Source: an optimization exercise on an open RTL-to-GDS flow (aim: small area, a short achievable clock period and few clock cycles per item). Production flows keep margins and buffers that such runs may drop. In this exercise RTL edits were held to simulation tests only and were not proved equivalent to the original. Power figures rest on the tool's default switching activity, not on a simulated workload.

### flow/design.v
`timescale 1ns / 1ps
`default_nettype none
package rbcr_pkg;
    localparam int MODE_W    = 3;
    localparam int SLOT_W    = 6;
    localparam int TAG_W     = 16;
    localparam int UOP_W     = 4;
    localparam int REQ_W     = 7;
    localparam int CNT_W     = 7;
    localparam int CTR_W     = 32;
    localparam int CFG_IDX_W = 2;
    localparam int CFG_DAT_W = 7;
    localparam logic [MODE_W-1:0] MODE_ALLOC  = 3'd0;
    localparam logic [MODE_W-1:0] MODE_POP    = 3'd1;
    localparam logic [MODE_W-1:0] MODE_COMMIT = 3'd2;
    localparam logic [MODE_W-1:0] MODE_RETIRE = 3'd3;
    localparam logic [MODE_W-1:0] MODE_FLUSH  = 3'd4;
    localparam logic [MODE_W-1:0] MODE_QUERY  = 3'd5;
    localparam logic [1:0] ST_OK       = 2'd0;
    localparam logic [1:0] ST_FULL     = 2'd1;
    localparam logic [1:0] ST_EMPTY    = 2'd2;
    localparam logic [1:0] ST_MISMATCH = 2'd3;
    localparam logic [CFG_IDX_W-1:0] CFG_CAPACITY = 2'd0;
    localparam logic [CFG_IDX_W-1:0] CFG_REMOVE   = 2'd1;
    localparam logic [CFG_IDX_W-1:0] CFG_SIM      = 2'd2;
    typedef struct packed {
        logic [MODE_W-1:0] mode;
        logic [SLOT_W-1:0] slot;
        logic [TAG_W-1:0]  op_tag;
        logic [UOP_W-1:0]  uop_number;
        logic [REQ_W-1:0]  request_count;
    } t_in;
    typedef struct packed {
        logic [1:0]        status;
        logic [SLOT_W-1:0] alloc_slot;
        logic              can_allocate;
        logic [CNT_W-1:0]  flushed_count;
        logic [CNT_W-1:0]  freed_count;
        logic [CTR_W-1:0]  retired_ops_total;
        logic [CTR_W-1:0]  retired_insns_total;
        logic [CNT_W-1:0]  uncommitted_count;
        logic [CNT_W-1:0]  committed_count;
        logic              all_empty;
    } t_out;
    typedef struct packed {
        logic capture;
        logic exec;
        logic drain_step;
    } t_ctrl_cmd;
    typedef struct packed {
        logic drain_req;
        logic drain_more;
    } t_dp_stat;
endpackage
`default_nettype wire
`timescale 1ns / 1ps
`default_nettype none
module rbcr_datapath
(
    input  wire logic                  i_clk,
    input  wire logic                  i_rst_n,
    input  wire logic                  i_start,
    input  wire logic                  i_cfg_we,
    input  wire logic [1:0]            i_cfg_index,
    input  wire logic [6:0]            i_cfg_data,
    input  rbcr_pkg::t_in              i_cmd,
    output logic                       o_busy,
    output logic                       o_done,
    output rbcr_pkg::t_out             o_result
);
    logic [5:0]  r_head, r_commit, r_tail;
    logic [6:0]  r_com, r_unc;
    logic [31:0] r_ops, r_insns;
    logic [63:0] r_marks;
    logic [63:0] r_zero;
    logic [6:0]  r_cap;
    logic        r_roc;
    logic        r_sim;
    logic        r_done;
    logic        r_wait;
    logic [5:0]  r_scan;
    logic [1:0]  r_status, n_status;
    logic [5:0]  r_alloc, n_alloc;
    logic        r_can, n_can;
    logic [6:0]  r_flushed, n_flushed;
    logic [6:0]  r_freed, n_freed;
    logic [5:0]  n_head, n_commit, n_tail;
    logic [6:0]  n_com, n_unc;
    logic [5:0]  n_scan;
    wire  [2:0]  mode = i_cmd.mode;
    wire  [5:0]  slot = i_cmd.slot;
    logic [5:0]  probe;
    logic        scan_step;
    logic [6:0]  run;
    assign probe     = r_head + r_scan + 6'd1;
    assign scan_step = (7'(r_scan) + 7'd1 < r_com) && r_marks[probe];
    assign run       = 7'(r_scan) + 7'd1;
    logic        acc;
    logic        is_alloc, is_pop, is_commit, is_retire, is_flush, is_query;
    logic        full;
    logic        unc_zero;
    logic [5:0]  off;
    logic        flush_hit;
    logic [7:0]  cur;
    logic        fits;
    logic [5:0]  head_off;
    logic        in_com;
    logic        head_ret;
    logic        drain;
    logic        set_mark;
    logic        alloc_ok;
    assign acc       = i_start && !r_wait;
    assign is_alloc  = acc && (mode == rbcr_pkg::MODE_ALLOC);
    assign is_pop    = acc && (mode == rbcr_pkg::MODE_POP);
    assign is_commit = acc && (mode == rbcr_pkg::MODE_COMMIT);
    assign is_retire = acc && (mode == rbcr_pkg::MODE_RETIRE);
    assign is_flush  = acc && (mode == rbcr_pkg::MODE_FLUSH);
    assign is_query  = acc && (mode == rbcr_pkg::MODE_QUERY);
    assign full      = (8'(r_com) + 8'(r_unc)) >= 8'd64;
    assign unc_zero  = (r_unc == '0);
    assign off       = slot - r_commit;
    assign flush_hit = 7'(off) < r_unc;
    assign cur       = r_roc ? 8'(r_unc) : 8'(r_unc) + 8'(r_com);
    assign fits      = (8'(i_cmd.request_count) + cur) <= 8'(r_cap);
    assign head_off  = slot - r_head;
    assign in_com    = 7'(head_off) < r_com;
    assign alloc_ok  = is_alloc && !full;
    assign head_ret  = is_retire && r_sim && (slot == r_head) && (r_com != '0);
    assign drain     = (head_ret || r_wait) && !scan_step;
    assign set_mark  = is_retire && r_sim && in_com;
    always_comb begin
        n_head    = r_head;
        n_commit  = r_commit;
        n_tail    = r_tail;
        n_com     = r_com;
        n_unc     = r_unc;
        n_scan    = scan_step ? r_scan + 1'b1 : r_scan;
        n_status  = rbcr_pkg::ST_OK;
        n_alloc   = '0;
        n_can     = 1'b0;
        n_flushed = '0;
        n_freed   = '0;
        if (is_alloc) begin
            if (full) begin
                n_status = rbcr_pkg::ST_FULL;
            end else begin
                n_alloc = r_tail;
                n_tail  = r_tail + 1'b1;
                n_unc   = r_unc + 1'b1;
            end
        end
        if (is_pop) begin
            if (unc_zero) begin
                n_status = rbcr_pkg::ST_EMPTY;
            end else begin
                n_tail = r_tail - 1'b1;
                n_unc  = r_unc - 1'b1;
            end
        end
        if (is_commit && r_sim) begin
            if (unc_zero) begin
                n_status = rbcr_pkg::ST_EMPTY;
            end else begin
                if (slot != r_commit) n_status = rbcr_pkg::ST_MISMATCH;
                n_commit = r_commit + 1'b1;
                n_unc    = r_unc - 1'b1;
                n_com    = r_com + 1'b1;
            end
        end
        if (drain) begin
            n_head  = r_head + 6'(run);
            n_com   = r_com - run;
            n_freed = run;
            n_scan  = '0;
        end
        if (is_flush && flush_hit) begin
            n_flushed = r_unc - 7'(off);
            n_unc     = 7'(off);
            n_tail    = slot;
        end
        if (is_query) begin
            n_can = fits;
        end
    end
    always_ff @(posedge i_clk) begin
        if (!i_rst_n) begin
            r_head   <= '0;
            r_commit <= '0;
            r_tail   <= '0;
            r_com    <= '0;
            r_unc    <= '0;
            r_scan   <= '0;
            r_ops    <= '0;
            r_insns  <= '0;
            r_marks  <= '0;
            r_cap    <= 7'd64;
            r_roc    <= 1'b0;
            r_sim    <= 1'b1;
            r_done   <= 1'b0;
            r_wait   <= 1'b0;
        end else begin
            r_head   <= n_head;
            r_commit <= n_commit;
            r_tail   <= n_tail;
            r_com    <= n_com;
            r_unc    <= n_unc;
            r_scan   <= n_scan;
            r_wait   <= (head_ret || r_wait) && scan_step;
            r_done   <= (acc && !head_ret) || drain;
            if (is_retire) begin
                r_ops <= r_ops + 1'b1;
                if (r_zero[slot]) r_insns <= r_insns + 1'b1;
            end
            for (int i = 0; i < 64; i++) begin
                if (set_mark && slot == 6'(i)) r_marks[i] <= 1'b1;
                else if (alloc_ok && r_tail == 6'(i)) r_marks[i] <= 1'b0;
            end
            if (i_cfg_we) begin
                case (i_cfg_index)
                    rbcr_pkg::CFG_CAPACITY: r_cap <= i_cfg_data;
                    rbcr_pkg::CFG_REMOVE:   r_roc <= i_cfg_data[0];
                    rbcr_pkg::CFG_SIM:      r_sim <= i_cfg_data[0];
                    default: begin
                    end
                endcase
            end
        end
    end
    always_ff @(posedge i_clk) begin
        if (!r_wait) begin
            r_status  <= n_status;
            r_alloc   <= n_alloc;
            r_can     <= n_can;
            r_flushed <= n_flushed;
        end
        r_freed <= n_freed;
        if (alloc_ok) r_zero[r_tail] <= (i_cmd.uop_number == '0);
    end
    assign o_busy = r_wait;
    assign o_done = r_done;
    assign o_result.status              = r_status;
    assign o_result.alloc_slot          = r_alloc;
    assign o_result.can_allocate        = r_can;
    assign o_result.flushed_count       = r_flushed;
    assign o_result.freed_count         = r_freed;
    assign o_result.retired_ops_total   = r_ops;
    assign o_result.retired_insns_total = r_insns;
    assign o_result.uncommitted_count   = r_unc;
    assign o_result.committed_count     = r_com;
    assign o_result.all_empty           = (r_unc == '0) && (r_com == '0);
endmodule
`default_nettype wire
`timescale 1ns / 1ps
`default_nettype none
module reorder_buffer_commit_retire_unit
#(
    parameter int RING_DEPTH = 64
) (
    input  wire logic                  i_clk,
    input  wire logic                  i_rst_n,
    input  wire logic                  start,
    output logic                       busy,
    input  wire logic [35:0]           i_cmd,
    output logic                       o_done,
    output logic [101:0]               o_result,
    input  wire logic                  i_cfg_we,
    input  wire logic [1:0]            i_cfg_index,
    input  wire logic [6:0]            i_cfg_data
);
    rbcr_pkg::t_in       cmd;
    rbcr_pkg::t_out      result;
    assign cmd      = i_cmd;
    assign o_result = result;
    rbcr_datapath u_datapath (
        .i_clk       (i_clk),
        .i_rst_n     (i_rst_n),
        .i_start     (start),
        .i_cfg_we    (i_cfg_we),
        .i_cfg_index (i_cfg_index),
        .i_cfg_data  (i_cfg_data),
        .i_cmd       (cmd),
        .o_busy      (busy),
        .o_done      (o_done),
        .o_result    (result)
    );
endmodule
`default_nettype wire
### flow/run.sh
#!/bin/bash
# synth_recipe.tcl (not shown) runs the flow's synth.tcl, then flattens the netlist and writes it again
# the make line also repeats each setting of config.mk as NAME=value (left out here)
make -C /OpenROAD-flow-scripts/flow DESIGN_CONFIG=/design/flow/config.mk WORK_HOME=/design/flow/orfs CLKGATE_MAP_FILE= SYNTH_SCRIPT=/design/flow/synth_recipe.tcl finish
### flow/config.mk
export PLATFORM = sky130hd
export DESIGN_NAME = reorder_buffer_commit_retire_unit
export DESIGN_NICKNAME = reorder_buffer_commit_retire_unit
export VERILOG_FILES = /design/flow/design.v
export SDC_FILE = /design/flow/constraint.sdc
export NUM_CORES = 4
export LEC_CHECK = 0
export CAP_MARGIN = 20
export CORE_MARGIN = 2
export CORE_UTILIZATION = 40
export SLEW_MARGIN = 20
### flow/constraint.sdc
create_clock -name core_clock -period 5.0 [get_ports {i_clk}]
set_input_delay 1.0000 -clock core_clock [delete_from_list [all_inputs] [get_ports {i_clk}]]
set_output_delay 1.0000 -clock core_clock [all_outputs]
set_load 0.01 [all_outputs]
==> qor.csv, run 1 <==
stage,metric,value,unit
run_status,outcome,"complete, no violations",
die,die_h,198,um
yosys,yosysSeqAreaShare,0.406,
critical_path,path_class,in -> reg,
critical_path,cp_num_buf_inv,5,
layout,drive_above_1_share,0.0816,
critical_path,crit_path_end_kind,flip-flop,
power_and_ir_drop,intPower,3.66,mW
critical_path,arrival,4.78,ns
critical_path,slowest_delay,0.52,ns
routing,drc_errors,0,
critical_path,path_max_fanout,12,
clock_tree,cts_inserted_buffers,30,
clock_tree,worstSkewPairLatency,0.58,ns
routing,wl_per_cell,18.9,um
routing,dr.pass1.iters,5,
clock_tree,cts_setup_buffers,0,
global_routing,track_usage,0.210,
yosys,ys.flop_type,dfxtp_1,
yosys,yosysTopAreaCell,dfxtp_1,
hold_path,worstHoldStart,u_datapath.r_marks[63]$_SDFFE_PN0P_,
timing,fmax,228,MHz
timing,setup_tns,0,ns
timing,fin_crit_sh,0.875,
timing,clock_skew,0.0285,ns
yosys,yosysUniqueCellTypes,67,
power_and_ir_drop,p_seq_frac,0.461,
critical_path,crit_family,compound AO/OA/AOI/OAI gates,
layout,nets,1849,
global_routing,grt_pass1_wl,65700,um
timing,worst_pin_slew,1.06,ns
critical_path,worstRegToRegCells,14,
critical_path,reg2reg_slack,0.84,ns
power_and_ir_drop,p_comb_frac,0.092,
die,start_util,0.407,
global_routing,first_global_vias,11851,
layout,synthToLayoutAreaGrowth,19.2,%
routing,drtIter0Drc,670,
place,dp_slack,0.0732,ns
layout,antenna_cells,0,
die,die_x,198,um
place,gp_congestion,0.854,
clock_tree,postCtsHoldBufs,0,
timing,slew_violations,0,
clock_tree,cts_root_buf,clkbuf_16,
routing,drt_wl_total,41800,um
power_and_ir_drop,switchingPower,1.20,mW
layout,final_cell_mix,"dfxtp_1, nand2_1, nor2_1",
yosys,async_flop_share,0,
power_and_ir_drop,ir_drop,0.000282,V
yosys,synthCells,1589,
clock_tree,clk_pin_slew_worst_paths,0.06,ns
power_and_ir_drop,clkPwrFrac,0.448,
place,dp_hpwl,29600,um
flow_run,max_cap_viol_count,0,
timing,timing.final.ws_setup,0.623,ns
routing,postRouteAntennaNets,0,
die,die-area,39000,um2
global_routing,antenna_found_initial,0,
yosys,synth_area_leaders,"dfxtp_1, edfxtp_1, ha_1",
global_routing,grt-ovfl-total,0,
clock_tree,clock_sinks,264,
hold_path,min-delay-path-class,reg -> reg,
layout,final_common_cell,dfxtp_1,
timing,finalSetupViolCount,0,
clock_tree,cts_max_level,1,
layout,n_fill_cell,3442,
yosys,yosysWarnings,1,
timing,period_minus_slack,4.38,ns
critical_path,r2r-start,u_datapath.r_scan[0]$_SDFFE_PP0P_,
critical_path,cpMaxStageDelayCell,fa_1,
yosys,yosysTopAreaCellShare,0.246,
critical_path,r2r-end,u_datapath.r_head[4]$_SDFFE_PN0P_,
routing,vias_per_cell,5.67,
global_routing,grt_max_degree,86,
clock_tree,ctsResizeCount,0,
power_and_ir_drop,p_sw_frac,0.247,
place,io_buffers,136,
timing,grt_setup_unrepaired,false,
timing,relSlewSlack,0.291,
critical_path,crit_required,5.40,ns
hold_path,holdPathStages,2,
timing,hold_viol,0,
yosys,netlist_area,15000,um2
critical_path,cp_cell_sequence,clkdlybuf4s50_1 > inv_1 > ha_1 > inv_1 > fa_1 > inv_1 > ha_1 > nor2b_1 > o21ai_0 > a21boi_0 > o21ai_0 > a21boi_0 > o31a_1 > buf_4 > nor3_1 > a2111oi_0,
power_and_ir_drop,powerDensity,272,nW/um2
die,rows,70,
yosys,syn_avg_cell_area,9.43,um2
hold_path,holdPathEnd,u_datapath.r_marks[63]$_SDFFE_PN0P_,
critical_path,cp_common_cell,inv_1,
yosys,synth_edf_count,80,
critical_path,cp-start-kind,input port,
power_and_ir_drop,leakagePower,6.60,nW
yosys,syn-num-nets,1719,
yosys,ys_ff_latch,264,
die,ios,153,
die,core_area,36800,um2
clock_tree,ctsLongestPathBuffers,3,
routing,num_vias,12530,
clock_tree,cts_tree,built,
final cells by class:
cell class / count / area (um2) / area share
sequential: 264 / 6090 / 0.341
clock buffer: 47 / 928 / 0.0520
clock inverter: 7 / 47.5 / 0.00266
timing repair buffer: 170 / 1640 / 0.0916
tap: 468 / 586 / 0.0328
multi-input combinational: 1179 / 8300 / 0.465
inverter: 74 / 279 / 0.0156
layer usage:
layer / GRT usage / vias to the layer above / part of all wire
li1: - / 6031 / -
met1: 0.292 / 6081 / 0.46
met2: 0.342 / 361 / 0.46
met3: 0.0324 / 57 / 0.058
met4: 0.0512 / 0 / 0.020
met5: 0 / - / 0
power by group through the flow:
| stage | combinational (mW) | sequential (mW) | clock [mW] |
|---|---|---|---|
| after floorplan | 0.287 | 2.28 | 0 |
| after global placement | 0.435 | 2.28 | 0 |
| after detailed placement | 0.443 | 2.28 | 0 |
| after CTS | 0.445 | 2.24 | 2.22 |
| after global routing | 0.492 | 2.24 | 2.30 |
| final | 0.446 | 2.24 | 2.17 |
worst reg2reg max path, delay by kind of cell (launching register included):
kind	cells	cell delay, ns
muxes	3	0.89
DFF	1	0.46
AOI/OAI and AO/OA	3	0.62
buffers and inverters	4	1.00
and+or+nand+nor	2	0.30
adders and majority gates	2	0.75
state kept, by name (all words and copies together), names as in the netlist, 2 cells and up:
name / cells
u_datapath.r_scan: 6
u_datapath.r_marks: 64
u_datapath.r_freed: 7
u_datapath.r_zero: 64
u_datapath.r_unc: 7
u_datapath.r_tail: 6
u_datapath.r_ops: 32
u_datapath.r_insns: 32
u_datapath.r_cap: 7
u_datapath.r_commit: 6
u_datapath.r_head: 6
u_datapath.r_com: 7
u_datapath.r_status: 2
u_datapath.r_flushed: 7
u_datapath.r_alloc: 6
cell families after synthesis:
logic type,Yosys count,synth area share
AO/OA/AOI/OAI,348,0.159
multiplexers,81,0.0841
buffers and inverters,146,0.0406
adder cells (fa/ha/maj),81,0.0717
flip-flops,264,0.406
XOR/XNOR,111,0.0649
AND/OR/NAND/NOR,558,0.173
worst max-delay path by stage:
stage,startpoint,slack [ns],end,cells after the start
floorplan,i_cmd[27],0.73,u_datapath.r_flushed[5]$_SDFFCE_PN0N_,15
global placement,i_cmd[27],0.24,u_datapath.r_tail[3]$_SDFF_PN0_,16
detailed placement,i_cmd[27],0.07,u_datapath.r_unc[2]$_SDFF_PN0_,16
CTS,i_cmd[27],0.65,u_datapath.r_unc[2]$_SDFF_PN0_,16
global route,i_cmd[27],0.18,u_datapath.r_unc[2]$_SDFF_PN0_,16
finish,i_cmd[27],0.62,u_datapath.r_unc[2]$_SDFF_PN0_,16
cell usage after synthesis (all sizes together), types with 6 or more instances:
| cell type | count |
|---|---|
| mux2 | 21 |
| dfxtp | 184 |
| a22o | 49 |
| buf | 24 |
| nor2b | 9 |
| o21ai | 91 |
| nand3 | 41 |
| xor2 | 48 |
| nand2 | 179 |
| nor3b | 6 |
| nand2b | 6 |
| xnor2 | 63 |
| mux2i | 28 |
| o21a | 9 |
| a21oi | 54 |
| edfxtp | 80 |
| inv | 74 |
| or3 | 17 |
| and2 | 17 |
| and3 | 22 |
| nor2 | 172 |
| clkbuf | 48 |
| o211ai | 67 |
| nor3 | 24 |
| ha | 73 |
| nand4 | 32 |
| a311oi | 8 |
| fa | 8 |
| a21o | 13 |
| nor4 | 12 |
| o311ai | 6 |
| o21bai | 9 |
| mux4 | 32 |
| a21boi | 8 |
metrics by stage:
step                utilization  cell area [um2]  power [mW]  hold WS (ns)  cells
CTS                       0.486            17900        4.90         0.484   2209
finish                    0.486            17900        4.85         0.496   2209
global placement          0.459            16900        2.72         0.460   2155
global route              0.486            17900        5.03         0.527   2209
floorplan                     -            15000        2.57         0.443   1589
detailed placement        0.459            16900        2.73         0.476   2155
Testbench counts, summed over its fixed seeds: cycles 24,121, items 24,000.
==> run 2, diff against run 1 <==
--- a/flow/design.v
+++ b/flow/design.v
@@ -78,7 +78,7 @@
     logic        r_sim;
     logic        r_done;
     logic        r_wait;
-    logic [5:0]  r_scan;
+    logic [5:0]  r_probe;
     logic [1:0]  r_status, n_status;
     logic [5:0]  r_alloc, n_alloc;
     logic        r_can, n_can;
@@ -86,15 +86,24 @@
     logic [6:0]  r_freed, n_freed;
     logic [5:0]  n_head, n_commit, n_tail;
     logic [6:0]  n_com, n_unc;
-    logic [5:0]  n_scan;
+    logic [5:0]  n_probe;
     wire  [2:0]  mode = i_cmd.mode;
     wire  [5:0]  slot = i_cmd.slot;
-    logic [5:0]  probe;
     logic        scan_step;
-    logic [6:0]  run;
-    assign probe     = r_head + r_scan + 6'd1;
-    assign scan_step = (7'(r_scan) + 7'd1 < r_com) && r_marks[probe];
-    assign run       = 7'(r_scan) + 7'd1;
+    logic [5:0]  run;
+    logic [5:0]  probe_inc;
+    assign scan_step = (r_com != '0) && (r_probe != r_commit) && r_marks[r_probe];
+    assign run       = r_probe - r_head;     
+    assign probe_inc = r_probe + 1'b1;
+    logic [31:0] ops_carry, insns_carry;
+    always_comb begin
+        ops_carry[0]   = 1'b1;
+        insns_carry[0] = 1'b1;
+        for (int i = 1; i < 32; i++) begin
+            ops_carry[i]   = ops_carry[i-1] & r_ops[i-1];
+            insns_carry[i] = insns_carry[i-1] & r_insns[i-1];
+        end
+    end
     logic        acc;
     logic        is_alloc, is_pop, is_commit, is_retire, is_flush, is_query;
     logic        full;
@@ -102,8 +111,8 @@
     logic [5:0]  off;
     logic        flush_hit;
     logic [7:0]  cur;
+    logic [7:0]  room;
     logic        fits;
-    logic [5:0]  head_off;
     logic        in_com;
     logic        head_ret;
     logic        drain;
@@ -119,11 +128,15 @@
     assign full      = (8'(r_com) + 8'(r_unc)) >= 8'd64;
     assign unc_zero  = (r_unc == '0);
     assign off       = slot - r_commit;
-    assign flush_hit = 7'(off) < r_unc;
+    assign flush_hit = r_unc[6] ||
+                       ((r_commit <= r_tail) ? ((slot >= r_commit) && (slot < r_tail))
+                                             : ((slot >= r_commit) || (slot < r_tail)));
     assign cur       = r_roc ? 8'(r_unc) : 8'(r_unc) + 8'(r_com);
-    assign fits      = (8'(i_cmd.request_count) + cur) <= 8'(r_cap);
-    assign head_off  = slot - r_head;
-    assign in_com    = 7'(head_off) < r_com;
+    assign room      = {1'b0, r_cap} - cur;      
+    assign fits      = !room[7] && (7'(i_cmd.request_count) <= room[6:0]);
+    assign in_com    = r_com[6] ||
+                       ((r_head <= r_commit) ? ((slot >= r_head) && (slot < r_commit))
+                                             : ((slot >= r_head) || (slot < r_commit)));
     assign alloc_ok  = is_alloc && !full;
     assign head_ret  = is_retire && r_sim && (slot == r_head) && (r_com != '0);
     assign drain     = (head_ret || r_wait) && !scan_step;
@@ -134,7 +147,7 @@
         n_tail    = r_tail;
         n_com     = r_com;
         n_unc     = r_unc;
-        n_scan    = scan_step ? r_scan + 1'b1 : r_scan;
+        n_probe   = (scan_step || drain) ? probe_inc : r_probe;
         n_status  = rbcr_pkg::ST_OK;
         n_alloc   = '0;
         n_can     = 1'b0;
@@ -168,13 +181,12 @@
             end
         end
         if (drain) begin
-            n_head  = r_head + 6'(run);
-            n_com   = r_com - run;
-            n_freed = run;
-            n_scan  = '0;
+            n_head  = r_probe;
+            n_com   = {1'b0, 6'(r_commit - r_probe)};
+            n_freed = {run == '0, run};
         end
         if (is_flush && flush_hit) begin
-            n_flushed = r_unc - 7'(off);
+            n_flushed = {slot == r_tail, r_tail - slot};
             n_unc     = 7'(off);
             n_tail    = slot;
         end
@@ -189,10 +201,9 @@
             r_tail   <= '0;
             r_com    <= '0;
             r_unc    <= '0;
-            r_scan   <= '0;
+            r_probe  <= 6'd1;
             r_ops    <= '0;
             r_insns  <= '0;
-            r_marks  <= '0;
             r_cap    <= 7'd64;
             r_roc    <= 1'b0;
             r_sim    <= 1'b1;
@@ -204,17 +215,11 @@
             r_tail   <= n_tail;
             r_com    <= n_com;
             r_unc    <= n_unc;
-            r_scan   <= n_scan;
+            r_probe  <= n_probe;
             r_wait   <= (head_ret || r_wait) && scan_step;
             r_done   <= (acc && !head_ret) || drain;
-            if (is_retire) begin
-                r_ops <= r_ops + 1'b1;
-                if (r_zero[slot]) r_insns <= r_insns + 1'b1;
-            end
-            for (int i = 0; i < 64; i++) begin
-                if (set_mark && slot == 6'(i)) r_marks[i] <= 1'b1;
-                else if (alloc_ok && r_tail == 6'(i)) r_marks[i] <= 1'b0;
-            end
+            r_ops    <= r_ops ^ (ops_carry & {32{is_retire}});
+            r_insns  <= r_insns ^ (insns_carry & {32{is_retire && r_zero[slot]}});
             if (i_cfg_we) begin
                 case (i_cfg_index)
                     rbcr_pkg::CFG_CAPACITY: r_cap <= i_cfg_data;
@@ -227,13 +232,15 @@
         end
     end
     always_ff @(posedge i_clk) begin
-        if (!r_wait) begin
-            r_status  <= n_status;
-            r_alloc   <= n_alloc;
-            r_can     <= n_can;
-            r_flushed <= n_flushed;
-        end
-        r_freed <= n_freed;
+        r_status  <= n_status;
+        r_alloc   <= n_alloc;
+        r_can     <= n_can;
+        r_flushed <= n_flushed;
+        r_freed   <= n_freed;
+        for (int i = 0; i < 64; i++) begin
+            if (set_mark && slot == 6'(i)) r_marks[i] <= 1'b1;
+            else if (alloc_ok && r_tail == 6'(i)) r_marks[i] <= 1'b0;
+        end
         if (alloc_ok) r_zero[r_tail] <= (i_cmd.uop_number == '0);
     end
     assign o_busy = r_wait;
--- a/flow/config.mk
+++ b/flow/config.mk
@@ -8,4 +8,5 @@
 export CAP_MARGIN = 20
 export CORE_MARGIN = 2
 export CORE_UTILIZATION = 40
+export SETUP_SLACK_MARGIN = 2.2
 export SLEW_MARGIN = 20
==> qor.csv, run 2 <==
stage,metric,value,unit
layout,multi_input_area,9220,um2
power_and_ir_drop,total_power,5.14,mW
yosys,synth.top_cells.by_count,"nand2_1, dfxtp_1, nor2_1, o21ai_0, ha_1",
yosys,syn-num-nets,1757,
global_routing,track_usage,0.240,
layout,synthToLayoutAreaGrowth,37.3,%
timing,hold_slack,0.465,ns
timing,slew_violations,0,
routing,drc_errors,0,
clock_tree,cts_root_buf,clkbuf_16,
power_and_ir_drop,intPower,3.80,mW
power_and_ir_drop,powerDensity,257,nW/um2
clock_tree,cts_inserted_buffers,31,
global_routing,grt_pass1_wl,73400,um
timing,period_minus_slack,3.38,ns
die,die_h,195,um
power_and_ir_drop,p_sw_frac,0.260,
layout,antenna_cells,0,
routing,dr.pass1.iters,5,
layout,drive_above_1_share,0.244,
run_status,outcome,"complete, no violations",
clock_tree,cts_tree,built,
routing,num_vias,13599,
global_routing,antenna_found_initial,0,
timing,fin_crit_sh,0.675,
yosys,yosysTopAreaCell,dfxtp_1,
routing,postRouteAntennaNets,0,
power_and_ir_drop,p_seq_frac,0.435,
critical_path,path_max_fanout,2,
place,post_dp_cell_area,16600,um2
yosys,yosysUniqueCellTypes,70,
timing,grt_setup_unrepaired,true,
die,rows,69,
critical_path,worstRegToRegCells,16,
power_and_ir_drop,p_comb_frac,0.138,
clock_tree,ctsLongestPathBuffers,3,
critical_path,arrival,3.87,ns
yosys,yosysSeqAreaShare,0.407,
power_and_ir_drop,switchingPower,1.33,mW
timing,fmax,296,MHz
routing,drt_wl_total,47500,um
flow_run,max_cap_viol_count,0,
timing,clock_skew,0.0164,ns
die,core_area,35700,um2
hold_path,min-delay-path-class,reg -> reg,
timing,finalSetupViolCount,0,
clock_tree,worstSkewPairLatency,0.57,ns
place,io_buffers,136,
layout,regArea,5960,um2
yosys,syn_avg_cell_area,8.95,um2
routing,wl_per_cell,20.1,um
hold_path,holdPathStages,2,
power_and_ir_drop,clkPwrFrac,0.427,
place,dp_hpwl,29500,um
timing,relSlewSlack,0.286,
yosys,synth_edf_count,64,
critical_path,path_class,reg -> reg,
layout,nets,2013,
global_routing,first_global_vias,13287,
critical_path,crit_path_end_kind,flip-flop,
routing,vias_per_cell,5.75,
die,start_util,0.407,
timing,hold_viol,0,
yosys,yosysTopAreaCellShare,0.275,
layout,final_cell_area,20000,um2
clock_tree,clk_pin_slew_worst_paths,0.06,ns
timing,worst_pin_slew,1.07,ns
critical_path,cp-start-kind,flip-flop,
timing,timing.final.ws_setup,1.62,ns
layout,final_cell_mix,"nand2_1, dfxtp_1, nor2_1",
yosys,yosysMostFrequentCell,nand2_1,
die,die-area,38000,um2
yosys,synthCells,1627,
power_and_ir_drop,ir_drop,0.000206,V
layout,final_common_cell,nand2_1,
yosys,ys.flop_type,dfxtp_1,
routing,drtIter0Drc,1139,
place,gp_congestion,0.854,
global_routing,grt_max_degree,65,
timing,setup_tns,0,ns
yosys,ys_ff_latch,264,
power_and_ir_drop,leakagePower,7.45,nW
layout,largestRegisters,"u_datapath.r_marks (64), u_datapath.r_zero (64)",
clock_tree,clock_sinks,264,
clock_tree,cts_max_level,1,
layout,n_fill_cell,3142,
die,die_x,195,um
yosys,synth_area_leaders,"dfxtp_1, edfxtp_1, ha_1",
yosys,yosysWarnings,1,
die,ios,153,
global_routing,grt-ovfl-total,0,
yosys,netlist_area,14600,um2
place,dp_slack,0.581,ns
critical_path,crit_required,5.50,ns
yosys,async_flop_share,0,
==> run 2: cell count changes after synthesis, sizes merged, moves of 9 or more <==
| cell | change |
|---|---|
| o21ai | +67 |
| o211ai | -63 |
| nand2 | +43 |
| mux2i | +20 |
| inv | -18 |
| dfxtp | +16 |
| edfxtp | -16 |
| mux4 | -14 |
| xor2 | -13 |
| nor3 | +11 |
| nand3 | -9 |
| o22ai | +9 |
==> run 2: metal layers <==
metal / global-route usage / vias up / routed length, um
met3: 0.0304 / 124 / 3130
met4: 0.0896 / 0 / 1670
met1: 0.322 / 6623 / 20300
met2: 0.398 / 500 / 22400
li1: - / 6352 / -
met5: 0 / - / 0
==> run 2: critical path: stages, from the launching register on <==
cell      delay [ns]
dfxtp_4         0.38
ha_4            0.14
fa_2            0.43
mux2_4          0.30
inv_2           0.07
ha_4            0.19
nor2b_1         0.12
o21ai_1         0.15
nand2b_1        0.10
a21o_1          0.16
a21o_1          0.18
xnor2_1         0.13
ha_1            0.32
o21a_1          0.11
o21a_1          0.18
o22ai_2         0.10
and4_1          0.23
==> run 2: logic make-up after synthesis <==
family | Yosys count | synth area share
adders and majority gates | 82 | 0.0734
AOI/OAI and AO/OA | 367 | 0.159
and+or+nand+nor | 603 | 0.192
xor gates and xnor gates | 90 | 0.0541
muxes | 84 | 0.0750
DFF | 264 | 0.407
buffers and inverters | 137 | 0.0393
==> run 2: area by class of cell <==
cell class | instances | share of cell area
sequential | 264 | 0.298
multi-input combinational | 1233 | 0.461
inverter | 62 | 0.0133
tap | 461 | 0.0288
clock buffer | 43 | 0.0425
clock inverter | 13 | 0.00601
timing repair buffer | 291 | 0.150
==> run 2: what timing repair did <==
item | 4_1_cts | 5_1_grt
gates resized for setup | 166 | 147
gates cloned | 13 | 5
pin swaps | 52 | 55
setup endpoints to repair | 291 | 268
setup buffers | 86 | 30
hold buffers | 0 | 0
==> run 2: power by group through the flow <==
stage | sequential [mW] | clock [mW] | combinational [mW]
2_1_floorplan | 2.27 | 0 | 0.363
3_3_place_gp | 2.28 | 0 | 0.524
3_5_place_dp | 2.28 | 0 | 0.530
4_1_cts | 2.23 | 2.22 | 0.644
5_1_grt | 2.24 | 2.31 | 0.763
6_report | 2.24 | 2.19 | 0.710
==> run 2: per-stage QoR <==
stage | instances | util
2_1_floorplan | 1627 | -
3_3_place_gp | 2177 | 0.465
3_5_place_dp | 2177 | 0.465
4_1_cts | 2332 | 0.536
5_1_grt | 2367 | 0.560
6_report | 2367 | 0.560
==> run 2: final timing paths <==
check | startpoint | end | slack (ns)
worst min-delay path | u_datapath.r_marks[1]$_SDFFE_PP1P_ | u_datapath.r_marks[1]$_SDFFE_PP1P_ | 0.46
worst max-delay path | u_datapath.r_unc[0]$_SDFF_PN0_ | u_datapath.r_can$_SDFF_PN0_ | 1.62
worst min register to register | u_datapath.r_marks[1]$_SDFFE_PP1P_ | u_datapath.r_marks[1]$_SDFFE_PP1P_ | 0.46
worst max register to register | u_datapath.r_unc[0]$_SDFF_PN0_ | u_datapath.r_can$_SDFF_PN0_ | 1.62
Testbench counts of run 2, summed over its fixed seeds: cycles 24,121, items 24,000.
==> run 3, diff against run 2 <==
--- a/flow/config.mk
+++ b/flow/config.mk
@@ -8,5 +8,5 @@
 export CAP_MARGIN = 20
 export CORE_MARGIN = 2
 export CORE_UTILIZATION = 40
-export SETUP_SLACK_MARGIN = 2.2
+export SETUP_SLACK_MARGIN = 1.5
 export SLEW_MARGIN = 20
==> qor.csv, run 3 <==
stage,metric,value,unit
run_status,outcome,"complete, no violations",
timing,hold_slack,0.475,ns
layout,regArea,5940,um2
yosys,ys_ff_latch,264,
timing,worst_pin_slew,1.04,ns
power_and_ir_drop,powerDensity,281,nW/um2
yosys,synth.top_cells.by_count,"nand2_1, dfxtp_1, nor2_1, o21ai_0, ha_1",
timing,setup_tns,0,ns
yosys,synth_edf_count,64,
critical_path,cp-start-kind,input port,
global_routing,antenna_found_initial,0,
clock_tree,clk_pin_slew_worst_paths,0.06,ns
critical_path,arrival,3.84,ns
die,ios,153,
clock_tree,ctsLongestPathBuffers,3,
layout,drive_above_1_share,0.102,
timing,slew_violations,0,
die,core_area,35700,um2
yosys,yosysTopAreaCellShare,0.275,
layout,antenna_cells,0,
flow_run,max_cap_viol_count,0,
clock_tree,cts_tree,built,
yosys,yosysMostFrequentCell,nand2_1,
power_and_ir_drop,ir_drop,0.000269,V
layout,final_common_cell,nand2_1,
timing,timing.final.ws_setup,1.60,ns
critical_path,path_class,in -> reg,
clock_tree,worstSkewPairLatency,0.56,ns
layout,nets,1897,
routing,wl_per_cell,18.9,um
yosys,yosysUniqueCellTypes,70,
die,die_h,195,um
yosys,yosysSeqAreaShare,0.407,
global_routing,grt-ovfl-total,0,
yosys,syn-num-nets,1757,
layout,largestRegisters,"u_datapath.r_marks (64), u_datapath.r_zero (64)",
global_routing,first_global_vias,11932,
clock_tree,cts_max_level,1,
global_routing,grt_max_degree,83,
yosys,yosysTopAreaCell,dfxtp_1,
place,gp_congestion,0.880,
timing,period_minus_slack,3.40,ns
yosys,ys.flop_type,dfxtp_1,
place,dp_slack,0.447,ns
routing,dr.pass1.iters,6,
die,die_x,195,um
timing,fin_crit_sh,0.681,
layout,n_fill_cell,3312,
critical_path,path_max_fanout,10,
place,dp_hpwl,29300,um
critical_path,crit_path_end_kind,flip-flop,
global_routing,track_usage,0.217,
routing,num_vias,12788,
clock_tree,postCtsHoldBufs,0,
timing,fmax,294,MHz
yosys,synth_area_leaders,"dfxtp_1, edfxtp_1, ha_1",
routing,vias_per_cell,5.68,
clock_tree,clock_sinks,264,
critical_path,crit_required,5.43,ns
routing,postRouteAntennaNets,0,
global_routing,grt_pass1_wl,66400,um
timing,finalSetupViolCount,0,
yosys,netlist_area,14600,um2
layout,synthToLayoutAreaGrowth,23.0,%
yosys,async_flop_share,0,
layout,multi_input_area,8290,um2
timing,grt_setup_unrepaired,true,
layout,final_cell_mix,"nand2_1, dfxtp_1, nor2_1",
power_and_ir_drop,leakagePower,6.54,nW
die,start_util,0.407,
routing,drtIter0Drc,981,
timing,hold_viol,0,
yosys,yosysWarnings,1,
place,io_buffers,136,
die,die-area,38000,um2
routing,drt_wl_total,42600,um
timing,relSlewSlack,0.309,
timing,clock_skew,0.0184,ns
routing,drc_errors,0,
yosys,syn_avg_cell_area,8.95,um2
clock_tree,cts_inserted_buffers,30,
hold_path,min-delay-path-class,reg -> reg,
yosys,synthCells,1627,
clock_tree,cts_root_buf,clkbuf_16,
die,rows,69,
## run 3: path summary, 6_finish.rpt
check | end | start | slack [ns] | cells past startpoint
max | u_datapath.r_insns[8]$_SDFF_PN0_ | i_cmd[29] | 1.60 | 13
min reg2reg | u_datapath.r_marks[36]$_SDFFE_PP1P_ | u_datapath.r_marks[36]$_SDFFE_PP1P_ | 0.47 | 2
max reg2reg | u_datapath.r_can$_SDFF_PN0_ | u_datapath.r_com[0]$_SDFFE_PN0P_ | 1.61 | 13
min | u_datapath.r_marks[36]$_SDFFE_PP1P_ | u_datapath.r_marks[36]$_SDFFE_PP1P_ | 0.47 | 2
## run 3: area by class of cell
type	count	area share
Clock buffer	39	0.0478
Sequential cell	264	0.332
Multi-Input combinational cell	1227	0.463
Inverter	62	0.0142
Timing Repair Buffer	182	0.103
Clock inverter	16	0.00838
Tap cell	461	0.0322
## run 3: critical path, stage by stage
cell and delay [ns]:
clkdlybuf4s50_1 0.54, buf_4 0.27, nand2b_1 0.17, a21oi_1 0.05, and3_1 0.21, o41ai_2 0.65, a2111oi_4 0.15, buf_4 0.19
buf_4 0.13, buf_4 0.15, nand4_1 0.10, xor2_1 0.16, nor2_1 0.05
## run 3: cell families after synthesis
family	count (synthesis)	share of synthesized area
compound gates	367	0.159
buf+inv	137	0.0393
flops	264	0.407
fa+ha+maj	82	0.0734
xor+xnor	90	0.0541
mux	84	0.0750
simple gates	603	0.192
## run 3: what timing repair did
action	in CTS	in global routing
endpoints found under the setup margin	110	155
pin swaps	1	8
cloned	1	4
resized for setup	15	45
buffers inserted	6	7
## run 3: metrics by stage
stage / total power [mW] / instance area, um2 / util / std cells
after floorplan: 2.62 / 14700 / - / 1627
after global placement: 2.80 / 16400 / 0.460 / 2178
after detailed placement: 2.80 / 16400 / 0.460 / 2178
after CTS: 5.03 / 17600 / 0.492 / 2240
after global routing: 5.20 / 17900 / 0.501 / 2251
final: 5.03 / 17900 / 0.501 / 2251
## run 3: report_power, final
part | switching (mW) | internal [mW]
combinational | 0.336 | 0.228
clock | 0.887 | 1.35
sequential | 0.0257 | 2.21
total | 1.25 | 3.78
## run 3: layer usage
layer / vias up / wire (um) / GRT usage
met2: 488 / 19300 / 0.347
met4: 0 / 1300 / 0.0783
met3: 87 / 2820 / 0.0319
met1: 6100 / 19300 / 0.298
li1: 6113 / - / -
met5: - / 0 / 0
==> run 4, diff against run 3 <==
--- a/flow/config.mk
+++ b/flow/config.mk
@@ -8,5 +8,4 @@
 export CAP_MARGIN = 20
 export CORE_MARGIN = 2
 export CORE_UTILIZATION = 40
-export SETUP_SLACK_MARGIN = 1.5
 export SLEW_MARGIN = 20
==> qor.csv, run 4 <==
stage,metric,value,unit
run_status,outcome,"complete, no violations",
routing,postRouteAntennaNets,0,
layout,synthToLayoutAreaGrowth,19.7,%
yosys,yosysTopAreaCell,dfxtp_1,
yosys,ys_ff_latch,264,
die,die-area,38000,um2
clock_tree,clk_pin_slew_worst_paths,0.06,ns
timing,setup_tns,0,ns
layout,final_cell_mix,"nand2_1, dfxtp_1, nor2_1",
die,start_util,0.407,
routing,drtIter0Drc,891,
clock_tree,cts_tree,built,
yosys,synth_edf_count,64,
yosys,synth.top_cells.by_count,"nand2_1, dfxtp_1, nor2_1, o21ai_0, ha_1",
clock_tree,ctsResizeCount,0,
power_and_ir_drop,leakagePower,6.31,nW
layout,largestRegisters,"u_datapath.r_marks (64), u_datapath.r_zero (64)",
timing,worst_pin_slew,1.09,ns
layout,final_util,0.488,
timing,slew_violations,0,
global_routing,first_global_vias,11921,
routing,wl_per_cell,18.7,um
critical_path,crit_path_end_kind,flip-flop,
yosys,synthCells,1627,
layout,drive_above_1_share,0.0706,
yosys,ys.flop_type,dfxtp_1,
place,gp_congestion,0.872,
critical_path,worstRegToRegCells,8,
timing,period_minus_slack,3.85,ns
clock_tree,postCtsHoldBufs,0,
global_routing,grt_max_degree,78,
hold_path,holdPathStages,2,
critical_path,reg2reg_slack,1.34,ns
timing,clock_skew,0.0128,ns
clock_tree,ctsLongestPathBuffers,3,
yosys,netlist_area,14600,um2
power_and_ir_drop,total_power,5.00,mW
critical_path,r2r-end,u_datapath.r_freed[6]$_SDFF_PN0_,
die,rows,69,
flow_run,max_cap_viol_count,0,
layout,antenna_cells,0,
routing,drt_wl_total,41700,um
place,dp_hpwl,29500,um
routing,drc_errors,0,
clock_tree,cts_max_level,1,
clock_tree,worstSkewPairLatency,0.56,ns
power_and_ir_drop,switchingPower,1.24,mW
die,die_x,195,um
yosys,yosysWarnings,1,
timing,fmax,260,MHz
layout,nets,1879,
power_and_ir_drop,intPower,3.77,mW
timing,grt_setup_unrepaired,false,
power_and_ir_drop,clkPwrFrac,0.449,
power_and_ir_drop,powerDensity,287,nW/um2
yosys,yosysMostFrequentCell,nand2_1,
global_routing,antenna_found_initial,0,
routing,vias_per_cell,5.63,
critical_path,crit_required,5.46,ns
timing,relSlewSlack,0.274,
die,die_h,195,um
timing,fin_crit_sh,0.771,
die,core_area,35700,um2
yosys,yosysSeqAreaShare,0.407,
global_routing,grt_pass1_wl,66100,um
critical_path,path_max_fanout,20,
yosys,yosysTopAreaCellShare,0.275,
power_and_ir_drop,p_sw_frac,0.247,
yosys,syn-num-nets,1757,
clock_tree,cts_inserted_buffers,30,
hold_path,min-delay-path-class,reg -> reg,
clock_tree,clock_sinks,264,
power_and_ir_drop,p_seq_frac,0.447,
timing,finalSetupViolCount,0,
routing,dr.pass1.iters,5,
critical_path,cp-start-kind,input port,
critical_path,path_class,in -> reg,
timing,hold_viol,0,
yosys,syn_avg_cell_area,8.95,um2
global_routing,grt-ovfl-total,0,
yosys,async_flop_share,0,
yosys,yosysUniqueCellTypes,70,
die,ios,153,
hold_path,worstHoldStart,u_datapath.r_marks[17]$_SDFFE_PP1P_,
yosys,synth_area_leaders,"dfxtp_1, edfxtp_1, ha_1",
layout,final_common_cell,nand2_1,
place,io_buffers,136,
power_and_ir_drop,p_comb_frac,0.104,
critical_path,r2r-start,u_datapath.r_probe[0]$_SDFFE_PN1P_,
critical_path,arrival,4.31,ns
routing,num_vias,12567,
clock_tree,cts_setup_buffers,0,
global_routing,track_usage,0.214,
power_and_ir_drop,ir_drop,0.000273,V
clock_tree,cts_root_buf,clkbuf_16,
hold_path,holdPathEnd,u_datapath.r_marks[17]$_SDFFE_PP1P_,
-- run 4: cell counts after synthesis --
Identical to the previous run, type by type.
-- run 4: area by class of cell --
class | instances | area [um2]
multi-input cells | 1226 | 8080
flip-flops and latches | 264 | 5930
clock buffers | 47 | 918
clock inverters | 6 | 81.3
inverters | 62 | 233
well taps | 461 | 577
fillers | 3420 | 18300
repair buffers | 165 | 1620
-- run 4: worst max-delay path: stages --
cell	delay [ns]
clkdlybuf4s50_1	0.77
inv_1	0.27
ha_1	0.36
and4_1	0.18
nand3_1	0.09
o21ai_0	0.09
a21oi_1	0.09
o311ai_0	0.31
a31o_2	0.43
nand2_1	0.36
o32ai_1	0.36
-- run 4: through the flow --
stage | hold slack, ns | std cells | setup slack (ns) | cell area (um2)
finish | 0.475 | 2231 | 1.15 | 17400
global route | 0.499 | 2231 | 0.852 | 17400
CTS | 0.477 | 2231 | 1.14 | 17400
detailed placement | 0.469 | 2178 | 0.574 | 16400
global placement | 0.455 | 2178 | 0.579 | 16400
floorplan | 0.436 | 1627 | 0.0104 | 14600
-- run 4: worst max-delay path by stage --
| stage | startpoint | cells past startpoint | slack [ns] | end |
|---|---|---|---|---|
| 2_1_floorplan | i_cmd[35] | 10 | 0.01 | u_datapath.r_marks[15]$_SDFFE_PP1P_ |
| 3_3_place_gp | i_cmd[28] | 11 | 0.58 | u_datapath.r_tail[0]$_SDFF_PN0_ |
| 3_5_place_dp | i_cmd[28] | 11 | 0.57 | u_datapath.r_tail[0]$_SDFF_PN0_ |
| 4_1_cts | i_cmd[28] | 11 | 1.14 | u_datapath.r_tail[0]$_SDFF_PN0_ |
| 5_1_grt | i_cmd[28] | 11 | 0.85 | u_datapath.r_tail[0]$_SDFF_PN0_ |
| 6_report | i_cmd[28] | 11 | 1.15 | u_datapath.r_tail[0]$_SDFF_PN0_ |
-- run 4: routing by layer --
metal / vias to the layer above / global-route usage / share of wire
met2: 419 / 0.339 / 0.44
met4: 0 / 0.0729 / 0.031
met1: 5997 / 0.303 / 0.47
met5: - / 0 / 0
li1: 6069 / - / -
met3: 82 / 0.0269 / 0.059
-- run 4: cells by family after synthesis --
kind of cell / share of synthesized area
XOR/XNOR: 0.0541
AND/OR/NAND/NOR: 0.192
flip-flops: 0.407
buffers and inverters: 0.0393
AO/OA/AOI/OAI: 0.159
multiplexers: 0.0750
adder cells (fa/ha/maj): 0.0734
-- run 4: power by group through the flow --
stage	clock, mW	sequential, mW	combinational [mW]
floorplan	0	2.27	0.346
global placement	0	2.28	0.512
detailed placement	0	2.28	0.519
CTS	2.29	2.23	0.522
global route	2.37	2.24	0.574
finish	2.24	2.24	0.523
==> run 5, diff against run 4 <==
--- a/flow/design.v
+++ b/flow/design.v
@@ -118,6 +118,7 @@
     logic        drain;
     logic        set_mark;
     logic        alloc_ok;
+    logic        uop_zero;
     assign acc       = i_start && !r_wait;
     assign is_alloc  = acc && (mode == rbcr_pkg::MODE_ALLOC);
     assign is_pop    = acc && (mode == rbcr_pkg::MODE_POP);
@@ -138,6 +139,7 @@
                        ((r_head <= r_commit) ? ((slot >= r_head) && (slot < r_commit))
                                              : ((slot >= r_head) || (slot < r_commit)));
     assign alloc_ok  = is_alloc && !full;
+    assign uop_zero  = (i_cmd.uop_number == '0);
     assign head_ret  = is_retire && r_sim && (slot == r_head) && (r_com != '0);
     assign drain     = (head_ret || r_wait) && !scan_step;
     assign set_mark  = is_retire && r_sim && in_com;
@@ -231,6 +233,20 @@
             end
         end
     end
+    logic [7:0]  set_row, slot_col, we_row, tail_col;
+    logic [63:0] we, set;
+    always_comb begin
+        for (int j = 0; j < 8; j++) begin
+            set_row[j]  = set_mark && (slot[5:3] == 3'(j));
+            slot_col[j] = (slot[2:0] == 3'(j));
+            we_row[j]   = alloc_ok && (r_tail[5:3] == 3'(j));
+            tail_col[j] = (r_tail[2:0] == 3'(j));
+        end
+        for (int i = 0; i < 64; i++) begin
+            we[i]  = we_row[i / 8] && tail_col[i % 8];
+            set[i] = set_row[i / 8] && slot_col[i % 8];
+        end
+    end
     always_ff @(posedge i_clk) begin
         r_status  <= n_status;
         r_alloc   <= n_alloc;
@@ -238,10 +254,9 @@
         r_flushed <= n_flushed;
         r_freed   <= n_freed;
         for (int i = 0; i < 64; i++) begin
-            if (set_mark && slot == 6'(i)) r_marks[i] <= 1'b1;
-            else if (alloc_ok && r_tail == 6'(i)) r_marks[i] <= 1'b0;
+            r_marks[i] <= set[i] || (r_marks[i] && !we[i]);
+            if (we[i]) r_zero[i] <= uop_zero;
         end
-        if (alloc_ok) r_zero[r_tail] <= (i_cmd.uop_number == '0);
     end
     assign o_busy = r_wait;
     assign o_done = r_done;
--- a/flow/config.mk
+++ b/flow/config.mk
@@ -8,4 +8,5 @@
 export CAP_MARGIN = 20
 export CORE_MARGIN = 2
 export CORE_UTILIZATION = 40
+export SETUP_SLACK_MARGIN = 1.5
 export SLEW_MARGIN = 20
==> qor.csv, run 5 <==
stage,metric,value,unit
critical_path,startpoint,u_datapath.r_unc[0]$_SDFF_PN0_,
critical_path,r2r-start,u_datapath.r_unc[0]$_SDFF_PN0_,
layout,largestRegisters,"u_datapath.r_marks (64), u_datapath.r_zero (64)",
timing,setup_tns,0,ns
timing,slew_violations,0,
die,die_h,189,um
yosys,yosysTopAreaCellShare,0.294,
place,dp_hpwl,25700,um
yosys,syn-num-nets,1534,
power_and_ir_drop,leakagePower,6.18,nW
layout,regArea,5940,um2
routing,drt_wl_total,37700,um
timing,finalSetupViolCount,0,
global_routing,grt_pass1_wl,59900,um
yosys,synth.top_cells.by_count,"dfxtp_1, nor2_1, o21ai_0, nand2_1, ha_1",
clock_tree,ctsLongestPathBuffers,3,
place,gp_congestion,0.879,
routing,num_vias,11067,
place,dp_cells,1946,
yosys,yosysUniqueCellTypes,80,
clock_tree,clk_pin_slew_worst_paths,0.06,ns
routing,vias_per_cell,5.46,
flow_run,max_cap_viol_count,0,
timing,grt_setup_unrepaired,true,
die,die-area,35600,um2
yosys,yosysSeqAreaShare,0.435,
layout,final_common_cell,dfxtp_1,
die,core_area,33500,um2
yosys,syn_avg_cell_area,9.71,um2
timing,hold_viol,0,
timing,relSlewSlack,0.404,
power_and_ir_drop,p_seq_frac,0.438,
die,die_x,189,um
clock_tree,cts_max_level,1,
timing,fin_crit_sh,0.685,
timing,worst_pin_slew,0.892,ns
critical_path,crit_path_end_kind,primary output,
routing,postRouteAntennaNets,0,
yosys,synth_area_leaders,"dfxtp_1, edfxtp_1, ha_1",
timing,clock_skew,0.0192,ns
yosys,yosysWarnings,1,
power_and_ir_drop,switchingPower,1.19,mW
layout,drive_above_1_share,0.132,
layout,final_cells,2027,
clock_tree,postCtsHoldBufs,0,
yosys,ys_ff_latch,264,
routing,drc_errors,0,
run_status,outcome,"complete, no violations",
yosys,netlist_area,13600,um2
critical_path,crit_required,4.00,ns
layout,antenna_cells,0,
die,rows,67,
layout,final_cell_mix,"dfxtp_1, nor2_1, clkdlybuf4s50_1",
critical_path,arrival,2.42,ns
power_and_ir_drop,powerDensity,300,nW/um2
layout,multi_input_area,7310,um2
die,ios,153,
hold_path,min-delay-path-class,reg -> reg,
layout,n_fill_cell,3094,
clock_tree,worstSkewPairLatency,0.57,ns
die,start_util,0.406,
timing,hold_slack,0.453,ns
yosys,synthCells,1403,
routing,dr.pass1.iters,5,
critical_path,path_class,reg -> out,
clock_tree,cts_tree,built,
global_routing,grt-ovfl-total,0,
clock_tree,cts_inserted_buffers,30,
layout,nets,1687,
global_routing,first_global_vias,10969,
global_routing,antenna_found_initial,0,
yosys,ys.flop_type,dfxtp_1,
timing,fmax,292,MHz
power_and_ir_drop,ir_drop,0.000231,V
power_and_ir_drop,p_sw_frac,0.234,
power_and_ir_drop,intPower,3.89,mW
yosys,yosysTopAreaCell,dfxtp_1,
yosys,synth_edf_count,64,
critical_path,cp-start-kind,flip-flop,
routing,wl_per_cell,18.6,um
global_routing,grt_max_degree,65,
layout,synthToLayoutAreaGrowth,24.5,%
routing,drtIter0Drc,740,
power_and_ir_drop,total_power,5.08,mW
power_and_ir_drop,p_comb_frac,0.093,
power_and_ir_drop,clkPwrFrac,0.469,
critical_path,path_max_fanout,9,
clock_tree,clock_sinks,264,
clock_tree,cts_root_buf,clkbuf_16,
hold_path,worstHoldStart,u_datapath.r_marks[8]$_DFF_P_,
yosys,async_flop_share,0,
global_routing,track_usage,0.210,
timing,period_minus_slack,3.42,ns
place,io_buffers,136,
yosys,yosysMostFrequentCell,dfxtp_1,
run 5: cell type report:
class | count | share of cell area
multi-input combinational | 1003 | 0.431
sequential | 264 | 0.350
timing repair buffer | 188 | 0.107
clock buffer | 42 | 0.0499
tap | 448 | 0.0330
inverter | 69 | 0.0160
clock inverter | 13 | 0.0128
run 5: power groups by stage:
stage / Sequential (mW) / Combinational, mW / Clock [mW]
after floorplan: 2.26 / 0.287 / 0
after global placement: 2.27 / 0.432 / 0
after detailed placement: 2.27 / 0.437 / 0
after CTS: 2.23 / 0.443 / 2.42
after global routing: 2.23 / 0.519 / 2.52
final: 2.23 / 0.474 / 2.38
run 5: what timing repair did:
item | 4_1_cts | 5_1_grt
hold endpoints to repair | 0 | 0
gates resized for setup | 18 | 43
setup endpoints to repair | 153 | 150
setup buffers | 10 | 16
pin swaps | 6 | 16
run 5: cells by family (layout without fill, tap and decap cells):
kind of cell | count (synthesis) | count (layout) | share of synthesized area
AND/OR/NAND/NOR | 485 | 485 | 0.182
AO/OA/AOI/OAI | 287 | 287 | 0.129
flip-flops | 264 | 264 | 0.435
buffers and inverters | 136 | 312 | 0.0451
XOR/XNOR | 96 | 96 | 0.0617
adder cells (fa/ha/maj) | 82 | 82 | 0.0786
multiplexers | 53 | 53 | 0.0689
run 5: per-stage QoR:
step | instance area (um2) | setup slack [ns] | util
2_1_floorplan | 13700 | 1.52 | -
3_3_place_gp | 15400 | 0.636 | 0.460
4_1_cts | 16600 | 1.30 | 0.496
5_1_grt | 17000 | 1.46 | 0.506
6_report | 17000 | 1.58 | 0.506
3_5_place_dp | 15400 | 0.577 | 0.460
run 5: final timing paths:
check                                   to  slack, ns  cells after the start
max reg2reg    u_datapath.r_can$_SDFF_PN0_       1.62                     13
min reg2reg  u_datapath.r_marks[8]$_DFF_P_       0.45                      2
min          u_datapath.r_marks[8]$_DFF_P_       0.45                      2
max                            o_result[0]       1.58                      7
run 5: worst max-delay path: stages, from the launching register on:
cell     delay, ns
dfxtp_2       0.35
buf_4         0.18
inv_1         0.06
ha_2          0.19
or4b_4        0.47
or3_4         0.35
nor2_1        0.10
buf_2         0.15
run 5: routing by layer:
layer  vias up  part of all wire  track usage
met5         -                 0            0
met4         0             0.024       0.0541
met3        63             0.047       0.0287
met2       274              0.49        0.370
met1      5405              0.44        0.270
li1       5325                 -            -
Testbench counts of run 5, summed over its fixed seeds: cycles 24,121, items 24,000.
==> run 6, diff against run 5 <==
==> flow/flow/run.sh (new file) <==
#!/bin/bash
# The standard layout, with two resizer options changed: the port
# buffers are plain buffers (the default pick is a slow delay buffer), and
# resizing may swap a cell for one of another footprint.
set -euo pipefail
bash standard.sh "BUFFER_PORTS_ARGS=-buffer_cell sky130_fd_sc_hd__buf_1" \
    MATCH_CELL_FOOTPRINT=0 finish > make_finish.log 2>&1
==> flow/standard.sh (new file) <==
#!/bin/bash
# synth_recipe.tcl (not shown) runs the flow's synth.tcl, then flattens the netlist and writes it again
# the make line also repeats each setting of config.mk as NAME=value (left out here)
make -C /OpenROAD-flow-scripts/flow DESIGN_CONFIG=/design/flow/config.mk WORK_HOME=/design/flow/orfs CLKGATE_MAP_FILE= SYNTH_SCRIPT=/design/flow/synth_recipe.tcl "${@:-finish}"
--- a/flow/config.mk
+++ b/flow/config.mk
@@ -5,8 +5,9 @@
 export SDC_FILE = /design/flow/constraint.sdc
 export NUM_CORES = 4
 export LEC_CHECK = 0
+export ABC_CLOCK_PERIOD_IN_PS = 2500
 export CAP_MARGIN = 20
 export CORE_MARGIN = 2
 export CORE_UTILIZATION = 40
-export SETUP_SLACK_MARGIN = 1.5
+export SETUP_SLACK_MARGIN = 2.0
 export SLEW_MARGIN = 20
removed: flow/run.sh
==> qor.csv, run 6 <==
stage,metric,value,unit
power_and_ir_drop,ir_drop,0.000239,V
global_routing,grt_use_met3,0.0263,
timing,setup_tns,0,ns
clock_tree,cts_inserted_buffers,30,
critical_path,arrival,3.83,ns
routing,vias_per_cell,5.41,
yosys,synth.top_cells.by_count,"dfxtp_1, nor2_1, o21ai_0, nand2_1, ha_1",
yosys,yosysTopAreaCell,dfxtp_1,
critical_path,cp_cell_sequence,ha_4 > fa_2 > a21o_1 > a21oi_2 > nand2b_4 > a21boi_2 > nor2_1 > xnor2_1 > mux2i_1 > ha_1 > xor2_1 > ha_1 > nand4_1 > o22ai_1 > nor4b_2,
layout,drive_above_1_share,0.209,
global_routing,grt-ovfl-total,0,
timing,finalSetupViolCount,0,
critical_path,r2r-end,u_datapath.r_can$_SDFF_PN0_,
flow_run,max_cap_viol_count,0,
yosys,syn-num-nets,1534,
global_routing,grt_busiest_layer,met2,
yosys,netlist_area,13600,um2
die,start_util,0.406,
place,dp_cells,1938,
power_and_ir_drop,switchingPower,1.20,mW
place,dp_hpwl,24900,um
timing,hold_viol,0,
yosys,yosysSeqAreaShare,0.435,
critical_path,reg2reg_slack,1.65,ns
timing,grt_setup_unrepaired,true,
global_routing,track_usage,0.206,
yosys,syn_avg_cell_area,9.71,um2
clock_tree,worstSkewPairLatency,0.57,ns
layout,multi_input_area,7700,um2
place,gp_congestion,0.864,
global_routing,met2_usage,0.367,
power_and_ir_drop,p_comb_frac,0.097,
clock_tree,ctsLongestPathBuffers,3,
hold_path,holdPathEnd,u_datapath.r_marks[8]$_DFF_P_,
hold_path,worstHoldStart,u_datapath.r_marks[8]$_DFF_P_,
timing,clock_skew,0.0290,ns
routing,drtIter0Drc,665,
power_and_ir_drop,p_seq_frac,0.454,
timing,worst_pin_slew,1.03,ns
yosys,yosysWarnings,1,
timing,fin_crit_sh,0.670,
die,die_x,189,um
die,core_area,33500,um2
clock_tree,cts_tree,built,
routing,drc_errors,0,
die,rows,67,
yosys,yosysUniqueCellTypes,80,
run_status,outcome,"complete, no violations",
power_and_ir_drop,powerDensity,292,nW/um2
critical_path,path_class,reg -> reg,
global_routing,grt_pass1_wl,58400,um
timing,period_minus_slack,3.35,ns
timing,fmax,298,MHz
yosys,ys_ff_latch,264,
global_routing,grtUsageMet1,0.257,
yosys,synth_area_leaders,"dfxtp_1, edfxtp_1, ha_1",
yosys,async_flop_share,0,
critical_path,crit_path_end_kind,flip-flop,
timing,hold_slack,0.455,ns
timing,relSlewSlack,0.310,
global_routing,antenna_found_initial,0,
yosys,synth_edf_count,64,
place,io_buffers,136,
layout,final_cell_mix,"dfxtp_1, nor2_1, buf_1",
power_and_ir_drop,intPower,3.72,mW
power_and_ir_drop,clkPwrFrac,0.449,
routing,drt_wl_total,38000,um
layout,regArea,5950,um2
critical_path,worstRegToRegCells,15,
layout,synthToLayoutAreaGrowth,23.6,%
critical_path,path_max_fanout,5,
layout,final_util,0.502,
routing,postRouteAntennaNets,0,
die,die-area,35600,um2
global_routing,first_global_vias,10793,
critical_path,crit_family,adder cells,
critical_path,r2r-start,u_datapath.r_unc[0]$_SDFF_PN0_,
timing,slew_violations,0,
power_and_ir_drop,leakagePower,6.04,nW
clock_tree,cts_max_level,1,
layout,largestRegisters,"u_datapath.r_marks (64), u_datapath.r_zero (64)",
hold_path,min-delay-path-class,reg -> reg,
hold_path,holdPathStages,2,
layout,final_cells,2060,
yosys,yosysTopAreaCellShare,0.294,
layout,nets,1719,
yosys,ys.flop_type,dfxtp_1,
clock_tree,clk_pin_slew_worst_paths,0.06,ns
power_and_ir_drop,p_sw_frac,0.244,
yosys,yosysMostFrequentCell,dfxtp_1,
critical_path,slowest_delay,0.38,ns
critical_path,cpMaxStageDelayCell,dfxtp_4,
critical_path,cp_common_cell,ha_1,
routing,dr.pass1.iters,7,
yosys,synthCells,1403,
power_and_ir_drop,total_power,4.91,mW
critical_path,cp_num_buf_inv,0,
critical_path,cp-start-kind,flip-flop,
layout,n_fill_cell,3104,
critical_path,crit_required,5.48,ns
die,die_h,189,um
layout,antenna_cells,0,
routing,num_vias,11153,
clock_tree,clock_sinks,264,
layout,final_common_cell,dfxtp_1,
routing,wl_per_cell,18.4,um
die,ios,153,
clock_tree,cts_root_buf,clkbuf_16,
global_routing,grt_max_degree,65,
[run 6: cell types whose count changed in the layout (fill, tap and decap cells not counted), sizes merged, moves of 3 or more]
cell | previous run | this run
clkbuf | 42 | 50
clkdlybuf4s50 | 131 | 0
buf | 54 | 213
nand4 | 47 | 50
bufinv | 6 | 0
clkinvlp | 2 | 8
[run 6: metal layers]
layer,wire (um),vias to the layer above
li1,-,5403
met2,18900,300
met1,16100,5396
met5,0,-
met3,2020,54
met4,911,0
[run 6: tightest hold or removal path: stages, from the launching register on]
cell,delay (ns)
dfxtp_1,0.32
o21ai_2,0.05
o21ai_1,0.05
[run 6: area by class of cell]
| cell class | instances | share of cell area |
|---|---|---|
| clock buffer | 46 | 0.0568 |
| clock inverter | 10 | 0.00312 |
| inverter | 69 | 0.0174 |
| multi-input combinational | 1006 | 0.457 |
| sequential | 264 | 0.354 |
| tap | 448 | 0.0333 |
| timing repair buffer | 217 | 0.0785 |
[run 6: worst max path at each step]
stage                                         startpoint                         endpoint  depth (start not counted)
after floorplan                                i_cmd[27]   u_datapath.r_unc[2]$_SDFF_PN0_                         15
after global placement                         i_cmd[28]  u_datapath.r_tail[5]$_SDFF_PN0_                         12
after detailed placement                       i_cmd[28]  u_datapath.r_tail[5]$_SDFF_PN0_                         12
after CTS                 u_datapath.r_unc[0]$_SDFF_PN0_      u_datapath.r_can$_SDFF_PN0_                         16
after global routing      u_datapath.r_unc[0]$_SDFF_PN0_      u_datapath.r_can$_SDFF_PN0_                         15
final                     u_datapath.r_unc[0]$_SDFF_PN0_      u_datapath.r_can$_SDFF_PN0_                         15
[run 6: logic make-up after synthesis]
group           Yosys count  share of synthesized area
simple gates            485                      0.182
compound gates          287                      0.129
fa+ha+maj                82                     0.0786
buf+inv                 136                     0.0451
mux                      53                     0.0689
xor+xnor                 96                     0.0617
flops                   264                      0.435
[run 6: timing repair]
item	in CTS	in global routing
setup endpoints to repair	216	187
gates resized for setup	57	41
hold buffers	0	0
pin swaps	22	27
gates cloned	1	4
buffers inserted	33	28
[run 6: stage by stage]
stage          setup WS, ns  area (um2)
3_5_place_dp          0.707       14800
5_1_grt                1.51       16800
3_3_place_gp          0.761       14800
4_1_cts                1.64       16400
6_report               1.65       16800
2_1_floorplan          1.53       14100
[run 6: power by group through the flow]
stage | Sequential [mW] | Combinational, mW | Clock [mW]
after floorplan | 2.26 | 0.302 | 0
after global placement | 2.28 | 0.400 | 0
after detailed placement | 2.28 | 0.407 | 0
after CTS | 2.23 | 0.449 | 2.25
after global routing | 2.23 | 0.525 | 2.33
final | 2.23 | 0.478 | 2.20

-- re-timing with driven ports --
How much do the figures lean on ideal ports? The routed layouts below were timed once more, with nothing changed but the port constraints. Step 1 assumes that a clkbuf_16 drives the clock port and a buf_2 every other input. Step 2 also shifts input and output timing later by t, the mid clock arrival at the registers, as if the neighbouring blocks saw the same clock. Three values: ideal ports, drivers, drivers and shift; two values: the first two.
run | shift t [ns] | setup WS [ns] | worst hold slack (ns) | slew at the worst register clock pin (ns)
run 1 | 0.611 | 0.623 / 0.653 / 0.042 | 0.496 / 0.496 / 0.496 | 0.06 / 0.06
run 2 | 0.613 | 1.624 / 1.624 / 1.299 | 0.465 / 0.465 / 0.465 | 0.06 / 0.06
run 3 | 0.611 | 1.596 / 1.612 / 1.019 | 0.475 / 0.475 / 0.475 | 0.06 / 0.06
run 4 | 0.609 | 1.146 / 1.175 / 0.566 | 0.475 / 0.475 / 0.475 | 0.06 / 0.06
run 5 | 0.611 | 1.575 / 1.520 / 1.039 | 0.453 / 0.453 / 0.453 | 0.06 / 0.06
run 6 | 0.604 | 1.648 / 1.648 / 1.435 | 0.455 / 0.455 / 0.455 | 0.07 / 0.07
After both steps setup and hold are still met in every run listed. The setup slack of run 1, which loses most, moves by +0.030 ns with the drivers and by -0.581 ns with both steps.
